What follows belongs to an exercise in optimizing a design on an open flow for small area, a short achievable clock period and few clock cycles per item; a production flow would make more cautious choices. RTL that was checked went through simulation tests only; none was proved equivalent to the original. Power and IR drop assume default switching activity.

== v6 ==
==> flow/design.v <==
package preprocess_pkg;
    localparam int unsigned NUM_ENTRY_DEFAULT = 36;
    localparam int unsigned WW_DEFAULT        = 5;
    localparam int unsigned OW_DEFAULT        = 6;
    typedef enum logic {
        IDLE = 1'b0,
        SCAN = 1'b1
    } state_t;
endpackage
module first_one_finder #(
    parameter int unsigned N = 36
) (
    input  logic [N-1:0] vec,
    output logic [N-1:0] first,
    output logic [N-1:0] rest,
    output logic         le1
);
    localparam int unsigned LG = (N > 1) ? $clog2(N) : 1;
    logic [LG:0][N-1:0] pre;
    logic [N-1:0]       below;   
    always_comb begin
        pre[0] = vec;
        for (int k = 0; k < LG; k++) begin
            for (int i = 0; i < N; i++) begin
                if (i >= (1 << k)) pre[k+1][i] = pre[k][i] | pre[k][i-(1<<k)];
                else               pre[k+1][i] = pre[k][i];
            end
        end
        below = {pre[LG][N-2:0], 1'b0};
        first = vec & ~below;
        rest  = vec & below;
        le1   = ~|rest;
    end
endmodule
module filter_compactor #(
    parameter  int unsigned NUM_ENTRY = preprocess_pkg::NUM_ENTRY_DEFAULT,
    parameter  int unsigned WW        = preprocess_pkg::WW_DEFAULT,
    parameter  int unsigned OW        = preprocess_pkg::OW_DEFAULT,
    localparam int unsigned IW        = $clog2(NUM_ENTRY),
    localparam int unsigned CW        = $clog2(NUM_ENTRY + 1)
) (
    input  logic                    clk,
    input  logic                    reset,
    input  logic                    in_valid,
    output logic                    in_ready,
    input  logic [NUM_ENTRY-1:0]    in_bit,
    input  logic [NUM_ENTRY*WW-1:0] in_weight,
    input  logic [NUM_ENTRY*OW-1:0] in_out,
    input  logic [NUM_ENTRY-1:0]    in_drop,
    output logic                    out_valid,
    input  logic                    out_ready,
    output logic                    out_bit,
    output logic [WW-1:0]           out_weight,
    output logic [OW-1:0]           out_out,
    output logic [IW-1:0]           out_index,
    output logic                    out_last,
    output logic [CW-1:0]           kept_count,
    output logic                    frame_empty
);
    localparam int unsigned DW = 1 + WW + OW;               
    localparam int unsigned EW = DW + IW + 1;               
    localparam int unsigned GA  = 4;
    localparam int unsigned NA  = (NUM_ENTRY + GA - 1) / GA;   
    localparam int unsigned AW  = $clog2(GA + 1);
    localparam int unsigned GB  = 3;
    localparam int unsigned NB  = (NA + GB - 1) / GB;          
    localparam int unsigned BW  = $clog2(GA * GB + 1);
    logic [NUM_ENTRY-1:0]  keep;
    logic                  all_drop;
    logic [NA-1:0][AW-1:0] cnt_a_d, cnt_a;
    logic [NB-1:0][BW-1:0] cnt_b_d, cnt_b;
    logic [CW-1:0]         cnt_c_d, cnt_c;
    logic                  cnt_le1;        
    logic [1:0]            held;           
    always_comb begin
        keep     = ~in_drop;
        all_drop = &in_drop;
        for (int g = 0; g < NA; g++) begin
            cnt_a_d[g] = '0;
            for (int j = 0; j < GA; j++) begin
                if (g * GA + j < NUM_ENTRY) cnt_a_d[g] = cnt_a_d[g] + AW'(keep[g*GA+j]);
            end
        end
        for (int g = 0; g < NB; g++) begin
            cnt_b_d[g] = '0;
            for (int j = 0; j < GB; j++) begin
                if (g * GB + j < NA) cnt_b_d[g] = cnt_b_d[g] + BW'(cnt_a[g*GB+j]);
            end
        end
        cnt_c_d = '0;
        for (int g = 0; g < NB; g++) begin
            cnt_c_d = cnt_c_d + CW'(cnt_b[g]);
        end
        cnt_le1 = ~|cnt_c[CW-1:1];
    end
    always_ff @(posedge clk) begin
        cnt_a <= cnt_a_d;
        cnt_b <= cnt_b_d;
        cnt_c <= cnt_c_d;
    end
    logic [NUM_ENTRY-1:0]    bit_q;
    logic [NUM_ENTRY*WW-1:0] weight_q;
    logic [NUM_ENTRY*OW-1:0] out_q;
    logic [NUM_ENTRY-1:0]    sel_q;        
    logic [NUM_ENTRY-1:0]    mask;         
    logic                    pend;         
    logic                    mask_zero;    
    logic [CW-1:0]           rem;          
    logic                    ld;           
    logic [NUM_ENTRY-1:0] in_first, first_pre;
    logic [NUM_ENTRY-1:0] m_first, m_rest;
    first_one_finder #(.N(NUM_ENTRY)) u_in_finder (
        .vec(keep), .first(in_first), .rest(), .le1()
    );
    always_ff @(posedge clk) begin
        first_pre <= in_first;
    end
    first_one_finder #(.N(NUM_ENTRY)) u_mask_finder (
        .vec(mask), .first(m_first), .rest(m_rest), .le1()
    );
    always_ff @(posedge clk) begin
        if (ld) begin
            bit_q    <= in_bit;
            weight_q <= in_weight;
            out_q    <= in_out;
        end
    end
    logic          sv;                     
    logic [EW-1:0] skid;
    logic          push;                   
    logic [EW-1:0] pushed;
    logic [DW-1:0] p_data;
    logic [IW-1:0] p_idx;
    logic          out_free;               
    always_comb begin
        push     = pend & ~sv;
        out_free = ~out_valid | out_ready;
        p_data   = '0;
        p_idx    = '0;
        for (int i = 0; i < NUM_ENTRY; i++) begin
            p_data = p_data | ({DW{sel_q[i]}} &
                     {bit_q[i], weight_q[i*WW +: WW], out_q[i*OW +: OW]});
            p_idx  = p_idx | (sel_q[i] ? IW'(i) : IW'(0));
        end
        pushed = {p_data, p_idx, mask_zero};
    end
    always_ff @(posedge clk) begin
        if (out_free) begin
            {out_bit, out_weight, out_out, out_index, out_last} <= sv ? skid : pushed;
        end
        if (push & ~out_free) begin
            skid <= pushed;
        end
    end
    logic acc, acc_full;
    logic pend_d, mask_zero_d, sv_d, ld_d;
    logic [CW-1:0] rem_d;
    always_comb begin
        acc      = in_valid & in_ready;
        acc_full = acc & ld;
        sv_d = sv ? ~out_free : (push & ~out_free);
        if (acc_full) begin
            pend_d      = ~all_drop;
            rem_d       = cnt_c - CW'(1);
            mask_zero_d = cnt_le1;
        end else if (push) begin
            pend_d      = ~mask_zero;
            rem_d       = rem - CW'(1);
            mask_zero_d = (rem == CW'(1));
        end else begin
            pend_d      = pend;
            rem_d       = rem;
            mask_zero_d = mask_zero;
        end
        ld_d = ~pend_d | (~sv_d & mask_zero_d);
    end
    always_ff @(posedge clk) begin
        if (acc_full) begin
            sel_q <= first_pre;
            mask  <= keep & ~first_pre;
        end else if (push) begin
            sel_q <= m_first;
            mask  <= m_rest;
        end
        mask_zero <= mask_zero_d;
        rem       <= rem_d;
    end
    always_ff @(posedge clk or posedge reset) begin
        if (reset) begin
            pend        <= 1'b0;
            sv          <= 1'b0;
            ld          <= 1'b1;
            in_ready    <= 1'b0;
            held        <= '0;
            out_valid   <= 1'b0;
            kept_count  <= '0;
            frame_empty <= 1'b0;
        end else begin
            pend        <= pend_d;
            sv          <= sv_d;
            ld          <= ld_d;
            held        <= (in_valid & ~acc) ? ((held == 2'd3) ? 2'd3 : held + 2'd1) : 2'd0;
            in_ready    <= in_valid & ~acc & ((held >= 2'd2 & ld_d) | all_drop);
            if (out_free) out_valid <= sv | push;
            if (acc) kept_count <= all_drop ? '0 : cnt_c;
            frame_empty <= acc & all_drop;
        end
    end
endmodule
==> flow/config.mk <==
export PLATFORM = sky130hd
export DESIGN_NAME = filter_compactor
export DESIGN_NICKNAME = filter_compactor
export VERILOG_FILES = /design/flow/design.v
export SDC_FILE = /design/flow/constraint.sdc
export NUM_CORES = 4
export LEC_CHECK = 0
export CAP_MARGIN = 20
export CORE_MARGIN = 2
export CORE_UTILIZATION = 55
export SETUP_SLACK_MARGIN = 3.6
export SLEW_MARGIN = 20
==> flow/constraint.sdc <==
create_clock -name core_clock -period 6.0 [get_ports {clk}]
set_input_delay 1.2000 -clock core_clock [delete_from_list [all_inputs] [get_ports {clk}]]
set_output_delay 1.2000 -clock core_clock [all_outputs]
set_load 0.01 [all_outputs]
standard.sh (not shown) runs the stock make flow with config.mk's settings and CLKGATE_MAP_FILE= SYNTH_SCRIPT=/design/flow/synth_recipe.tcl, a recipe that flattens the netlist after the stock synthesis.
==> flow/flow/run.sh <==
#!/bin/bash
# Layout flow: the standard ORFS flow (standard.sh) unchanged, except that
# the port buffers are the smallest buffer cell (buf_1) instead of the cell
# buffer_ports picks by default. Every input and output still gets a buffer.
# The full output of the flow goes to standard.log in the work folder; ORFS
# keeps each step's own log under orfs/logs/.
set -euo pipefail
bash standard.sh finish "BUFFER_PORTS_ARGS=-buffer_cell sky130_fd_sc_hd__buf_1" > standard.log 2>&1
Testbench counts of v6, summed over its fixed seeds: cycles 29,489, items 29,100.
What v7 does differently from v6 at the input level:
diff --git a/flow/design.v b/flow/design.v
--- a/flow/design.v
+++ b/flow/design.v
@@ -105,18 +105,15 @@
     logic [NUM_ENTRY-1:0]    mask;         
     logic                    pend;         
     logic                    mask_zero;    
-    logic [CW-1:0]           rem;          
     logic                    ld;           
-    logic [NUM_ENTRY-1:0] in_first, first_pre;
+    logic [NUM_ENTRY-1:0] in_first, in_rest;
     logic [NUM_ENTRY-1:0] m_first, m_rest;
+    logic                 m_le1;
     first_one_finder #(.N(NUM_ENTRY)) u_in_finder (
-        .vec(keep), .first(in_first), .rest(), .le1()
+        .vec(keep), .first(in_first), .rest(in_rest), .le1()
     );
-    always_ff @(posedge clk) begin
-        first_pre <= in_first;
-    end
     first_one_finder #(.N(NUM_ENTRY)) u_mask_finder (
-        .vec(mask), .first(m_first), .rest(m_rest), .le1()
+        .vec(mask), .first(m_first), .rest(m_rest), .le1(m_le1)
     );
     always_ff @(posedge clk) begin
         if (ld) begin
@@ -154,36 +151,31 @@
     end
     logic acc, acc_full;
     logic pend_d, mask_zero_d, sv_d, ld_d;
-    logic [CW-1:0] rem_d;
     always_comb begin
         acc      = in_valid & in_ready;
         acc_full = acc & ld;
         sv_d = sv ? ~out_free : (push & ~out_free);
         if (acc_full) begin
             pend_d      = ~all_drop;
-            rem_d       = cnt_c - CW'(1);
             mask_zero_d = cnt_le1;
         end else if (push) begin
             pend_d      = ~mask_zero;
-            rem_d       = rem - CW'(1);
-            mask_zero_d = (rem == CW'(1));
+            mask_zero_d = m_le1;
         end else begin
             pend_d      = pend;
-            rem_d       = rem;
             mask_zero_d = mask_zero;
         end
         ld_d = ~pend_d | (~sv_d & mask_zero_d);
     end
     always_ff @(posedge clk) begin
         if (acc_full) begin
-            sel_q <= first_pre;
-            mask  <= keep & ~first_pre;
+            sel_q <= in_first;
+            mask  <= in_rest;
         end else if (push) begin
             sel_q <= m_first;
             mask  <= m_rest;
         end
         mask_zero <= mask_zero_d;
-        rem       <= rem_d;
     end
     always_ff @(posedge clk or posedge reset) begin
         if (reset) begin
Notes after the runs:
- v7: no failed stages, no open violations at the end
- v6 → v7: critical path arrival now larger, clock-buffer cell count now smaller.
- v7 leaves less setup margin than v6.
- Taking v6 as the reference, in v7 footprint of the multi-input gates now sits higher, multi-input logic portion of the cell area up 1.9 points.
- Diff v7 and v6: non-clock buffer count in the final layout higher in v7
- v7 vs v6: required arrival time at the worst endpoint up
- Compared with v6, v7 shows post-synthesis async set-or-reset flop share higher by 0.16 points.
- Compare v7 and v6 | routed wire length higher: v7
- From v6 to v7 the numbers moved as follows: power consumed by combinational cells climbed about 30%, logic depth of the worst register-to-register path climbed 4, global-route usage climbed 2.6 points.
Only the layout flow was run in v7; the RTL was not checked for function there.

---

== run P ==
RTL: the design.v shown in full above, as it stands there.
clock: 6.0 ns
lec_check: 0
cap_margin: 20
core_margin: 2
core_utilization: 55
cts_cluster_diameter: 100
cts_cluster_size: 30
setup_slack_margin: 3.6
slew_margin: 20
Scripts as last shown in full above: flow/flow/run.sh
Run P reached the end of the flow, and the finished layout is clean on the timing, design-rule and antenna checks.
Testbench counts of run P, summed over its fixed seeds: cycles 29,489, items 29,100.
For run D, these inputs were changed with respect to run P:
-- flow/design.v --
<<< run P, line 73
    logic                  cnt_le1;        
    logic [1:0]            held;           
    always_comb begin
        keep     = ~in_drop;
>>> run D, line 73
    logic                  cnt_le1;        
    logic [1:0]            held;           
    logic                  drop_pre;       
    always_comb begin
        keep     = ~in_drop;
<<< run P, line 95
    end
    always_ff @(posedge clk) begin
        cnt_a <= cnt_a_d;
        cnt_b <= cnt_b_d;
>>> run D, line 96
    end
    always_ff @(posedge clk) begin
        drop_pre <= all_drop;
        cnt_a <= cnt_a_d;
        cnt_b <= cnt_b_d;
<<< run P, line 145
        pushed = {p_data, p_idx, mask_zero};
    end
    always_ff @(posedge clk) begin
        if (out_free) begin
            {out_bit, out_weight, out_out, out_index, out_last} <= sv ? skid : pushed;
        end
        if (push & ~out_free) begin
            skid <= pushed;
>>> run D, line 147
        pushed = {p_data, p_idx, mask_zero};
    end
    logic [EW-1:0] out_cur, out_nxt;
    always_comb begin
        out_cur = {out_bit, out_weight, out_out, out_index, out_last};
        out_nxt = ({EW{out_free &  sv}} & skid) |
                  ({EW{out_free & ~sv}} & pushed) |
                  ({EW{~out_free}}      & out_cur);
    end
    always_ff @(posedge clk) begin
        {out_bit, out_weight, out_out, out_index, out_last} <= out_nxt;
        if (push & ~out_free) begin
            skid <= pushed;
<<< run P, line 161
        sv_d = sv ? ~out_free : (push & ~out_free);
        if (acc_full) begin
            pend_d      = ~all_drop;
            rem_d       = cnt_c - CW'(1);
            mask_zero_d = cnt_le1;
>>> run D, line 168
        sv_d = sv ? ~out_free : (push & ~out_free);
        if (acc_full) begin
            pend_d      = ~drop_pre;
            rem_d       = cnt_c - CW'(1);
            mask_zero_d = cnt_le1;
<<< run P, line 176
    end
    always_ff @(posedge clk) begin
        if (acc_full) begin
            sel_q <= first_pre;
            mask  <= keep & ~first_pre;
        end else if (push) begin
            sel_q <= m_first;
            mask  <= m_rest;
        end
        mask_zero <= mask_zero_d;
        rem       <= rem_d;
>>> run D, line 183
    end
    always_ff @(posedge clk) begin
        sel_q <= ({NUM_ENTRY{ld}}          & first_pre) |
                 ({NUM_ENTRY{~ld &  push}} & m_first) |
                 ({NUM_ENTRY{~ld & ~push}} & sel_q);
        mask  <= ({NUM_ENTRY{ld}}          & keep & ~first_pre) |
                 ({NUM_ENTRY{~ld &  push}} & m_rest) |
                 ({NUM_ENTRY{~ld & ~push}} & mask);
        mask_zero <= mask_zero_d;
        rem       <= rem_d;
<<< run P, line 203
            in_ready    <= in_valid & ~acc & ((held >= 2'd2 & ld_d) | all_drop);
            if (out_free) out_valid <= sv | push;
            if (acc) kept_count <= all_drop ? '0 : cnt_c;
            frame_empty <= acc & all_drop;
        end
    end
>>> run D, line 209
            in_ready    <= in_valid & ~acc & ((held >= 2'd2 & ld_d) | all_drop);
            if (out_free) out_valid <= sv | push;
            if (acc) kept_count <= drop_pre ? '0 : cnt_c;
            frame_empty <= acc & drop_pre;
        end
    end
==> notes.md <==
- In run D relative to run P, clock-buffer cell count had gone up by more than a quarter.
- ~same critical path depth in cells in run D and run P
- Re share of layout cells above drive strength 1: run D and run P aren't equal, and the higher value belongs to run D.
- Run D ended up with a higher fraction of area in clock buffers and inverters than run P did.
- Going from run P to run D, worst clock skew on the final layout higher, synthesized area lower, horizontal extent of the die lower, multi-input logic cell count higher, cell count higher.
- Number of ports placed on the die boundary: run D vs run P identical
For run D, only the layout was checked, not whether the RTL still works.

---

// filter_compactor: RTL as listed in full above, without the edits since
clock: 6.0 ns
lec_check: 0
cap_margin: 20
core_margin: 2
core_utilization: 55
cts_buf_list: sky130_fd_sc_hd__clkbuf_4
setup_slack_margin: 3.6
slew_margin: 20
Scripts as last shown in full above: flow/flow/run.sh
The baseline completed without violations.
Testbench counts at the start, summed over its fixed seeds: cycles 29,489, items 29,100.
Next try:
--- a/flow/design.v
+++ b/flow/design.v
@@ -103,22 +103,19 @@
     logic [NUM_ENTRY*OW-1:0] out_q;
     logic [NUM_ENTRY-1:0]    sel_q;        
     logic [NUM_ENTRY-1:0]    mask;         
     logic                    pend;         
     logic                    mask_zero;    
-    logic [CW-1:0]           rem;          
     logic                    ld;           
-    logic [NUM_ENTRY-1:0] in_first, first_pre;
+    logic [NUM_ENTRY-1:0] in_first, in_rest;
     logic [NUM_ENTRY-1:0] m_first, m_rest;
+    logic                 m_le1;
     first_one_finder #(.N(NUM_ENTRY)) u_in_finder (
-        .vec(keep), .first(in_first), .rest(), .le1()
+        .vec(keep), .first(in_first), .rest(in_rest), .le1()
     );
-    always_ff @(posedge clk) begin
-        first_pre <= in_first;
-    end
     first_one_finder #(.N(NUM_ENTRY)) u_mask_finder (
-        .vec(mask), .first(m_first), .rest(m_rest), .le1()
+        .vec(mask), .first(m_first), .rest(m_rest), .le1(m_le1)
     );
     always_ff @(posedge clk) begin
         if (ld) begin
             bit_q    <= in_bit;
             weight_q <= in_weight;
@@ -152,40 +149,35 @@
             skid <= pushed;
         end
     end
     logic acc, acc_full;
     logic pend_d, mask_zero_d, sv_d, ld_d;
-    logic [CW-1:0] rem_d;
     always_comb begin
         acc      = in_valid & in_ready;
         acc_full = acc & ld;
         sv_d = sv ? ~out_free : (push & ~out_free);
         if (acc_full) begin
             pend_d      = ~all_drop;
-            rem_d       = cnt_c - CW'(1);
             mask_zero_d = cnt_le1;
         end else if (push) begin
             pend_d      = ~mask_zero;
-            rem_d       = rem - CW'(1);
-            mask_zero_d = (rem == CW'(1));
+            mask_zero_d = m_le1;
         end else begin
             pend_d      = pend;
-            rem_d       = rem;
             mask_zero_d = mask_zero;
         end
         ld_d = ~pend_d | (~sv_d & mask_zero_d);
     end
     always_ff @(posedge clk) begin
         if (acc_full) begin
-            sel_q <= first_pre;
-            mask  <= keep & ~first_pre;
+            sel_q <= in_first;
+            mask  <= in_rest;
         end else if (push) begin
             sel_q <= m_first;
             mask  <= m_rest;
         end
         mask_zero <= mask_zero_d;
-        rem       <= rem_d;
     end
     always_ff @(posedge clk or posedge reset) begin
         if (reset) begin
             pend        <= 1'b0;
             sv          <= 1'b0;
What happened:
- The changed run completed without violations
- die area fell by 4.0%
- power rose by about 3%
- synthesized cell count fell by 6.2%
- core utilization rose by 4.0 points
- sequential share of layout area fell by 3.7 points
- combinational power rose by about 30%
- worst setup slack degrades by 0.15 ns
- via count rose by about 1.5%
- final area rose by about 1%
- fmax fell by about 5%
- synthesized area fell by 4.1%
Only the layout flow was run in the second run of this note; the RTL was not checked for function there.

static timing again, ports no longer ideal:
The results above use ideal ports. As a check the final layouts listed here were re-extracted and re-timed, cells and wires unchanged.
Step 1, drivers: a clkbuf_16 drives clk and a buf_2 each remaining input, both assumed.
Step 2 adds t to the input delays and takes it off the output delays; t is the mean of the earliest and latest rising clock arrival at the registers after step 1. Input paths then give back, and output paths get back, about the clock's delay inside the block.
Slacks: no drivers / after step 1 / after step 2; pairs: no drivers / after step 1.
run | shift t [ns] | setup WS [ns] | hold slack, ns
v6 | 0.646 | 3.547 / 3.568 / 2.938 | 0.451 / 0.451 / 0.451
v7 | 0.680 | 3.074 / 3.074 / 2.485 | 0.447 / 0.447 / 0.447
run P | 0.663 | 3.595 / 3.532 / 2.986 | 0.459 / 0.459 / 0.459
run D | 0.666 | 3.605 / 3.546 / 3.104 | 0.456 / 0.456 / 0.456
the first run of note 3 | 1.066 | 3.219 / 3.160 / 2.924 | 0.223 / 0.185 / 0.454
the second run of note 3 | 1.071 | 3.065 / 3.065 / 2.446 | 0.218 / 0.183 / 0.448
After both steps setup and hold are still met in every run listed. The setup slack of the second run of note 3, which loses most, moves by 0.000 ns with the drivers and by -0.619 ns with both steps.
